This is an optimization exercise on Yosys and OpenROAD, whose aim is small area and a short achievable clock period, not a production implementation.
At most, simulation tests tie the RTL to the original design; equivalence was not proved.
Power figures rest on the tool's default switching activity, not on a simulated workload.

==> run a <==
Design fp32_mul, start of the top module:
module fp32_mul
(
    input  logic        clk,
    input  logic        rst_n,
    input  logic [31:0] a,
    input  logic [31:0] b,
    input  logic        in_valid,
    output logic        out_valid,
    output logic [31:0] result
);
    logic [7:0]  ea, eb;
    logic        ha, hb, fza, fzb, ea_max, eb_max;
    logic        a_zero, b_zero, a_inf, b_inf, a_nan, b_nan;
    logic        r_nan, r_inf, r_zero;
    logic [23:0] sa, sb;
    logic [12:0] bd_one, bd_two, bd_neg;
    logic [4:0]  lz_a, lz_b;
    assign ea     = a[30:23];
    assign eb     = b[30:23];
    assign ha     = |ea;
    assign hb     = |eb;
    assign ea_max = &ea;
    assign eb_max = &eb;
    assign fza    = ~|a[22:0];
    assign fzb    = ~|b[22:0];
    assign a_zero = ~ha & fza;
    assign b_zero = ~hb & fzb;
    assign a_inf  = ea_max & fza;
    assign b_inf  = eb_max & fzb;
    assign a_nan  = ea_max & ~fza;
    assign b_nan  = eb_max & ~fzb;
    assign sa     = {ha, a[22:0]};
    assign sb     = {hb, b[22:0]};
    assign r_nan  = a_nan | b_nan | (a_inf & b_zero) | (b_inf & a_zero);
    assign r_inf  = ~r_nan & (a_inf | b_inf);
    assign r_zero = ~r_nan & ~r_inf & (a_zero | b_zero);
    always_comb begin
        for (int k = 0; k < 13; k++) begin
            logic y2, y1, y0;
            y2 = (2*k+1 < 24) ? sb[2*k+1] : 1'b0;
            y1 = (2*k   < 24) ? sb[2*k]   : 1'b0;
            y0 = (k > 0)      ? sb[2*k-1] : 1'b0;
            bd_neg[k] = y2;
            bd_one[k] = y1 ^ y0;
            bd_two[k] = (y2 & ~y1 & ~y0) | (~y2 & y1 & y0);
        end
    end
    fp_lzc24 u_lza (.v(sa), .n(lz_a));
    fp_lzc24 u_lzb (.v(sb), .n(lz_b));
    logic        v1, s1;
    logic [1:0]  sp1;                 
    logic [23:0] sa1_n;               
    logic [12:0] one1_n;              
    logic [11:0] two1_n;              
    logic [11:0] neg1;
    logic [7:0]  ea1, eb1;            
    logic [4:0]  lz1;
    always_ff @(posedge clk or negedge rst_n) begin
  ...
==> flow/config.mk <==
export PLATFORM = sky130hd
export DESIGN_NAME = fp32_mul
export DESIGN_NICKNAME = fp32_mul
export VERILOG_FILES = /design/flow/design.v
export SDC_FILE = /design/flow/constraint.sdc
export NUM_CORES = 4
export LEC_CHECK = 0
export CAP_MARGIN = 20
export CORE_MARGIN = 2
export CORE_UTILIZATION = 40
export CTS_CLUSTER_DIAMETER = 100
export CTS_CLUSTER_SIZE = 25
export SLEW_MARGIN = 20
export SYNTH_HIERARCHICAL = 1
export SYNTH_MINIMUM_KEEP_SIZE = 0
==> flow/constraint.sdc <==
create_clock -name core_clock -period 8.5 [get_ports {clk}]
set_input_delay 1.7000 -clock core_clock [delete_from_list [all_inputs] [get_ports {clk}]]
set_output_delay 1.7000 -clock core_clock [all_outputs]
set_load 0.01 [all_outputs]
standard.sh (not shown) runs the stock make flow with config.mk's settings and CLKGATE_MAP_FILE= SYNTH_SCRIPT=/design/flow/synth_recipe.tcl, a recipe that flattens the netlist after the stock synthesis.
==> flow/flow/run.sh <==
#!/bin/bash
# Own layout flow: the standard layout (standard.sh, ORFS from synthesis
# to finish, synthesis unchanged) with two changes to how the layout is made:
#  - repair_timing aims below the clock period: a path with less than
#    SETUP_SLACK_MARGIN ns of setup slack is treated as one to fix;
#  - the port buffers that buffer_ports inserts on every input and output
#    are sky130_fd_sc_hd__buf_1 rather than the cell it picks by default.
# Each tool's full output stays in orfs/logs; make's output in standard.log.
set -euo pipefail
export SETUP_SLACK_MARGIN=5.3
export BUFFER_PORTS_ARGS="-buffer_cell sky130_fd_sc_hd__buf_1"
bash standard.sh > standard.log 2>&1
==> run b (differences from run a) <==
==> flow/flow/run.sh (replaced) <==
#!/bin/bash
# Own layout flow: the standard layout (standard.sh, ORFS from synthesis
# to finish, synthesis unchanged) with two changes to how the layout is made:
#  - repair_timing aims below the clock period: a path with less than
#    SETUP_SLACK_MARGIN ns of setup slack is treated as one to fix;
#  - the port buffers that buffer_ports inserts on every input and output
#    are sky130_fd_sc_hd__buf_2 rather than the cell it picks by default.
# Each tool's full output stays in orfs/logs; make's output in standard.log.
set -euo pipefail
export SETUP_SLACK_MARGIN=5.3
export BUFFER_PORTS_ARGS="-buffer_cell sky130_fd_sc_hd__buf_2"
bash standard.sh > standard.log 2>&1
==> run c (differences from run a) <==
==> flow/flow/run.sh (replaced) <==
#!/bin/bash
# Own layout flow: the standard layout (standard.sh, ORFS from synthesis
# to finish, synthesis unchanged) with two changes to how the layout is made:
#  - repair_timing aims below the clock period: a path with less than
#    SETUP_SLACK_MARGIN ns of setup slack is treated as one to fix;
#  - the port buffers that buffer_ports inserts on every input and output
#    are sky130_fd_sc_hd__buf_2 rather than the cell it picks by default.
# Each tool's full output stays in orfs/logs; make's output in standard.log.
set -euo pipefail
export SETUP_SLACK_MARGIN=5.3
export BUFFER_PORTS_ARGS="-buffer_cell sky130_fd_sc_hd__buf_2"
bash standard.sh > standard.log 2>&1
CTS_CLUSTER_DIAMETER = not set   (was 100)
CTS_CLUSTER_SIZE = not set   (was 25)
==> run d (differences from run a) <==
==> flow/flow/run.sh (replaced) <==
#!/bin/bash
# Own layout flow: the standard layout (standard.sh, ORFS from synthesis
# to finish, synthesis unchanged) with two changes to how the layout is made:
#  - repair_timing aims below the clock period: a path with less than
#    SETUP_SLACK_MARGIN ns of setup slack is treated as one to fix;
#  - the port buffers that buffer_ports inserts on every input and output
#    are sky130_fd_sc_hd__buf_2 rather than the cell it picks by default.
# Each tool's full output stays in orfs/logs; make's output in standard.log.
set -euo pipefail
export SETUP_SLACK_MARGIN=5.3
export BUFFER_PORTS_ARGS="-buffer_cell sky130_fd_sc_hd__buf_2"
bash standard.sh > standard.log 2>&1
CORE_UTILIZATION = 55   (was 40)
CTS_CLUSTER_DIAMETER = not set   (was 100)
CTS_CLUSTER_SIZE = not set   (was 25)
==> qor summary <==
                                                                                                    run d           run a           run b           run c
Post-CTS clock slew at the launch and capture registers of the worst setup and hold paths         0.06 ns         0.10 ns         0.10 ns         0.06 ns
Proportion of total power due to net switching                                                      42.6%           43.1%           43.4%           41.4%
Starting density of the core                                                                        55.9%           40.3%           40.3%           40.3%
CP max stage delay                                                                                0.55 ns         0.73 ns         0.53 ns         0.72 ns
Placement-stage cell area                                                                     0.0267 mm^2     0.0269 mm^2     0.0269 mm^2     0.0269 mm^2
Stages on worst setup path                                                                              7               6               6               6
Filler Cells Inserted                                                                                3795            5948            5935            5866
Clock network power consumption                                                                   1.87 mW         1.24 mW         1.18 mW         1.95 mW
Non-clock buffer share                                                                              3.52%           2.97%           3.32%           3.14%
Outcome                                                                                    finished clean  finished clean  finished clean  finished clean
Die width                                                                                          219 um          256 um          256 um          256 um
Fraction of standard cell area in multi-input logic                                                 59.4%           60.7%           60.4%           58.8%
Min-Delay Startpoint                                                                              ge253_3         e0_3[6]          lz2[4]         e0_3[2]
Final clock period utilization by the worst path                                                    37.2%           37.6%           37.5%           37.3%
Placed Cells incl. Taps                                                                              3010            3252            3247            3247
Number of buffers created by CTS                                                                       44              22              22              43
Area enclosed by the die boundary                                                             0.0479 mm^2     0.0655 mm^2     0.0655 mm^2     0.0655 mm^2
Reg2Reg Depth                                                                                           7               6               6               6
Clock Buffer Count                                                                                     58              24              23              55


==> v12: inputs <==
Another version of the RTL of fp32_mul (not shown whole).
make LEC_CHECK=0 CAP_MARGIN=20 CORE_MARGIN=2 CORE_UTILIZATION=40 CTS_CLUSTER_DIAMETER=100 CTS_CLUSTER_SIZE=25 SETUP_SLACK_MARGIN=5 SLEW_MARGIN=20 SYNTH_HIERARCHICAL=1 SYNTH_MINIMUM_KEEP_SIZE=0 finish   # period 8.5 ns
run.sh (not shown) runs the stock make flow with config.mk's settings and CLKGATE_MAP_FILE= SYNTH_SCRIPT=/design/flow/synth_recipe.tcl, a recipe that flattens the netlist after the stock synthesis.
Stock flow here: none of the scripts above is used.
==> v32 (differences from v12) <==
--- a/flow/design.v
+++ b/flow/design.v
@@ -1825,36 +1825,16 @@
 );
     always_comb begin
         n = 5'd0;
         for (int i = 0; i < 24; i++) begin
             if (v[i]) n = 5'(23 - i);
         end
     end
 endmodule
-module fp_norm_shift15 (
-    input  logic [40:0] p,            
-    input  logic        sq,
-    input  logic [3:0]  sh,
-    output logic [25:0] win,
-    output logic        st21
-);
-    logic [40:0] t8, t4, t2, t1;
-    logic [14:0] por;                 
-    assign t8  = sh[3] ? {p[32:0],  8'd0} : p;
-    assign t4  = sh[2] ? {t8[36:0], 4'd0} : t8;
-    assign t2  = sh[1] ? {t4[38:0], 2'd0} : t4;
-    assign t1  = sh[0] ? {t2[39:0], 1'd0} : t2;
-    assign win = t1[40:15];
-    always_comb begin
-        por[0] = p[0];
-        for (int k = 1; k < 15; k++) por[k] = por[k-1] | p[k];
-    end
-    assign st21 = sq | ((sh == 4'd15) ? 1'b0 : por[4'd14 - sh]);
-endmodule
 module fp32_mul
 (
     input  logic        clk,
     input  logic        rst_n,
     input  logic [31:0] a,
     input  logic [31:0] b,
     input  logic        in_valid,
     output logic        out_valid,
@@ -1950,61 +1930,52 @@
     end
     logic [47:0] row0, row1, prod;
     fp_mul_tree_b u_tree_b (
         .m  (m2),
         .r0 (row0),
         .r1 (row1)
     );
     fp_add48 u_add (.a(row0), .b(row1), .s(prod));
-    logic [47:0] t16;
-    logic [40:0] p16;                 
-    logic        sq16;                
-    assign t16  = lz2[4] ? {prod[31:0], 16'd0} : prod;
-    assign p16  = t16[47:7];
-    assign sq16 = |t16[6:0];
     logic        ge253, ge254, ge255, le0, lem1, lem2;
     assign ge253 = (e0_2 >= $signed(10'd253));
     assign ge254 = (e0_2 >= $signed(10'd254));
     assign ge255 = (e0_2 >= $signed(10'd255));
     assign le0   = (e0_2 <= $signed(10'd0));
     assign lem1  = (e0_2 <= $signed(-10'sd1));
     assign lem2  = (e0_2 <= $signed(-10'sd2));
     logic        v3, s3;
     logic [1:0]  sp3;
-    logic [40:0] p16_3;
-    logic        sq16_3;
+    logic [47:0] prod3;
     logic [7:0]  e0_3;
-    logic [3:0]  lz3;
+    logic [4:0]  lz3;
     logic        ge253_3, ge254_3, ge255_3, le0_3, lem1_3, lem2_3;
     always_ff @(posedge clk or negedge rst_n) begin
         if (!rst_n) v3 <= 1'b0;
         else        v3 <= v2;
     end
     always_ff @(posedge clk) begin
         s3      <= s2;
         sp3     <= sp2;
-        p16_3   <= p16;
-        sq16_3  <= sq16;
+        prod3   <= prod;
         e0_3    <= e0_2[7:0];
-        lz3     <= lz2[3:0];
+        lz3     <= lz2;
         ge253_3 <= ge253;
         ge254_3 <= ge254;
         ge255_3 <= ge255;
         le0_3   <= le0;
         lem1_3  <= lem1;
         lem2_3  <= lem2;
     end
     logic [25:0] win;                 
     logic        st21;                
     logic        top, g, st, rup;
     logic [22:0] frac;
-    fp_norm_shift15 u_shift (
-        .p    (p16_3),
-        .sq   (sq16_3),
+    fp_norm_shift u_shift (
+        .p    (prod3),
         .sh   (lz3),
         .win  (win),
         .st21 (st21)
     );
     assign top  = win[25];
     assign frac = top ? win[24:2] : win[23:1];
     assign g    = top ? win[1] : win[0];
     assign st   = top ? (win[0] | st21) : st21;
==> flow/flow/run.sh (new file) <==
#!/bin/bash
set -e
cat standard.sh > standard_copy.log
export SETUP_SLACK_MARGIN=5.3
bash standard.sh > standard.log 2>&1
==> flow/standard.sh (new file) <==
#!/bin/bash
# synth_recipe.tcl (not shown) runs the flow's synth.tcl, then flattens the netlist and writes it again
# the make line also repeats each setting of config.mk as NAME=value (left out here)
make -C /OpenROAD-flow-scripts/flow DESIGN_CONFIG=/design/flow/config.mk WORK_HOME=/design/flow/orfs CLKGATE_MAP_FILE= SYNTH_SCRIPT=/design/flow/synth_recipe.tcl "${@:-finish}"
==> flow/config.mk (replaced) <==
export PLATFORM = sky130hd
export DESIGN_NAME = fp32_mul
export DESIGN_NICKNAME = fp32_mul
export VERILOG_FILES = /design/flow/design.v
export SDC_FILE = /design/flow/constraint.sdc
export NUM_CORES = 4
export LEC_CHECK = 0
export CAP_MARGIN = 20
export CORE_MARGIN = 2
export CORE_UTILIZATION = 40
export SLEW_MARGIN = 20
export SYNTH_HIERARCHICAL = 1
export SYNTH_MINIMUM_KEEP_SIZE = 0
removed: flow/run.sh
==> v21 (differences from v12) <==
--- a/flow/design.v
+++ b/flow/design.v
@@ -1825,36 +1825,16 @@
 );
     always_comb begin
         n = 5'd0;
         for (int i = 0; i < 24; i++) begin
             if (v[i]) n = 5'(23 - i);
         end
     end
 endmodule
-module fp_norm_shift15 (
-    input  logic [40:0] p,            
-    input  logic        sq,
-    input  logic [3:0]  sh,
-    output logic [25:0] win,
-    output logic        st21
-);
-    logic [40:0] t8, t4, t2, t1;
-    logic [14:0] por;                 
-    assign t8  = sh[3] ? {p[32:0],  8'd0} : p;
-    assign t4  = sh[2] ? {t8[36:0], 4'd0} : t8;
-    assign t2  = sh[1] ? {t4[38:0], 2'd0} : t4;
-    assign t1  = sh[0] ? {t2[39:0], 1'd0} : t2;
-    assign win = t1[40:15];
-    always_comb begin
-        por[0] = p[0];
-        for (int k = 1; k < 15; k++) por[k] = por[k-1] | p[k];
-    end
-    assign st21 = sq | ((sh == 4'd15) ? 1'b0 : por[4'd14 - sh]);
-endmodule
 module fp32_mul
 (
     input  logic        clk,
     input  logic        rst_n,
     input  logic [31:0] a,
     input  logic [31:0] b,
     input  logic        in_valid,
     output logic        out_valid,
@@ -1950,61 +1930,52 @@
     end
     logic [47:0] row0, row1, prod;
     fp_mul_tree_b u_tree_b (
         .m  (m2),
         .r0 (row0),
         .r1 (row1)
     );
     fp_add48 u_add (.a(row0), .b(row1), .s(prod));
-    logic [47:0] t16;
-    logic [40:0] p16;                 
-    logic        sq16;                
-    assign t16  = lz2[4] ? {prod[31:0], 16'd0} : prod;
-    assign p16  = t16[47:7];
-    assign sq16 = |t16[6:0];
     logic        ge253, ge254, ge255, le0, lem1, lem2;
     assign ge253 = (e0_2 >= $signed(10'd253));
     assign ge254 = (e0_2 >= $signed(10'd254));
     assign ge255 = (e0_2 >= $signed(10'd255));
     assign le0   = (e0_2 <= $signed(10'd0));
     assign lem1  = (e0_2 <= $signed(-10'sd1));
     assign lem2  = (e0_2 <= $signed(-10'sd2));
     logic        v3, s3;
     logic [1:0]  sp3;
-    logic [40:0] p16_3;
-    logic        sq16_3;
+    logic [47:0] prod3;
     logic [7:0]  e0_3;
-    logic [3:0]  lz3;
+    logic [4:0]  lz3;
     logic        ge253_3, ge254_3, ge255_3, le0_3, lem1_3, lem2_3;
     always_ff @(posedge clk or negedge rst_n) begin
         if (!rst_n) v3 <= 1'b0;
         else        v3 <= v2;
     end
     always_ff @(posedge clk) begin
         s3      <= s2;
         sp3     <= sp2;
-        p16_3   <= p16;
-        sq16_3  <= sq16;
+        prod3   <= prod;
         e0_3    <= e0_2[7:0];
-        lz3     <= lz2[3:0];
+        lz3     <= lz2;
         ge253_3 <= ge253;
         ge254_3 <= ge254;
         ge255_3 <= ge255;
         le0_3   <= le0;
         lem1_3  <= lem1;
         lem2_3  <= lem2;
     end
     logic [25:0] win;                 
     logic        st21;                
     logic        top, g, st, rup;
     logic [22:0] frac;
-    fp_norm_shift15 u_shift (
-        .p    (p16_3),
-        .sq   (sq16_3),
+    fp_norm_shift u_shift (
+        .p    (prod3),
         .sh   (lz3),
         .win  (win),
         .st21 (st21)
     );
     assign top  = win[25];
     assign frac = top ? win[24:2] : win[23:1];
     assign g    = top ? win[1] : win[0];
     assign st   = top ? (win[0] | st21) : st21;
==> flow/config.mk (replaced) <==
export PLATFORM = sky130hd
export DESIGN_NAME = fp32_mul
export DESIGN_NICKNAME = fp32_mul
export VERILOG_FILES = /design/flow/design.v
export SDC_FILE = /design/flow/constraint.sdc
export NUM_CORES = 4
export LEC_CHECK = 0
export CAP_MARGIN = 20
export CORE_MARGIN = 2
export CORE_UTILIZATION = 40
export SETUP_SLACK_MARGIN = 5
export SLEW_MARGIN = 20
export SYNTH_HIERARCHICAL = 1
export SYNTH_MINIMUM_KEEP_SIZE = 0
==> comparison table <==
| quantity | v12 | v32 | v21 |
|---|---|---|---|
| Layout Area Growth over Synthesis | 12.4% | 16.4% | 14.3% |
| Global-route usage over all layers | 22.3% | 22.2% | 21.9% |
| GR Layer Usage met1 | 29.7% | 29.3% | 29.4% |
| CTS sink cnt | 384 | 391 | 391 |
| Reg area | 7730 sq um | 7960 sq um | 7890 sq um |
| Power dissipated in combinational cells | 7.93 mW | 6.50 mW | 6.28 mW |
| Async set-reset flop share out of synthesis | 1.30% | 1.28% | 1.28% |
| Gate count of the mapped netlist | 2253 | 2292 | 2292 |
| Origin of the worst setup path | m2[81] | two1[1] | one1[2] |
| HPWL after detailed placement | 49900 microns | 49600 microns | 49800 microns |
| Result of the run | complete, no violations | complete, no violations | complete, no violations |
| Post-DR wirelength/cell | 22.9 microns | 23.0 microns | 22.1 microns |
| Buffers inserted during post-CTS setup optimization | 9 | 9 | 0 |
The RTL of v12 was laid out without a check of its function.

re-timing with driven ports:
In the flow no input, the clock included, has a driving cell. The finished layouts below were timed again as built, in two steps.
Step 1 sets driving cells, clkbuf_16 on the clock port and buf_2 on the other inputs (assumed; they add their load-dependent delay and slew).
Step 2, shift: input delay + t, output delay - t, t = (earliest + latest rising clock arrival at the registers) / 2. This alone moves slack from input paths to output paths.
a / b / c = no drivers / after step 1 / after step 2; a / b = the first two.
run	t, ns	setup slack, ns	worst slew at a driven data input, ns
run a	0.623	5.307 / 5.307 / 4.875	0.04
run b	0.627	5.315 / 5.315 / 4.869	0.04
run c	0.644	5.326 / 5.326 / 4.872	0.04
run d	0.631	5.340 / 5.340 / 4.913	0.04
v12	0.609	4.926 / 4.926 / 4.750	0.04
v32	0.641	5.341 / 5.294 / 4.825	0.04
v21	0.643	5.074 / 5.074 / 4.802	0.04
After both steps setup and hold are still met in every run listed. The setup slack of v32, which loses most, moves by -0.047 ns with the drivers and by -0.516 ns with both steps.
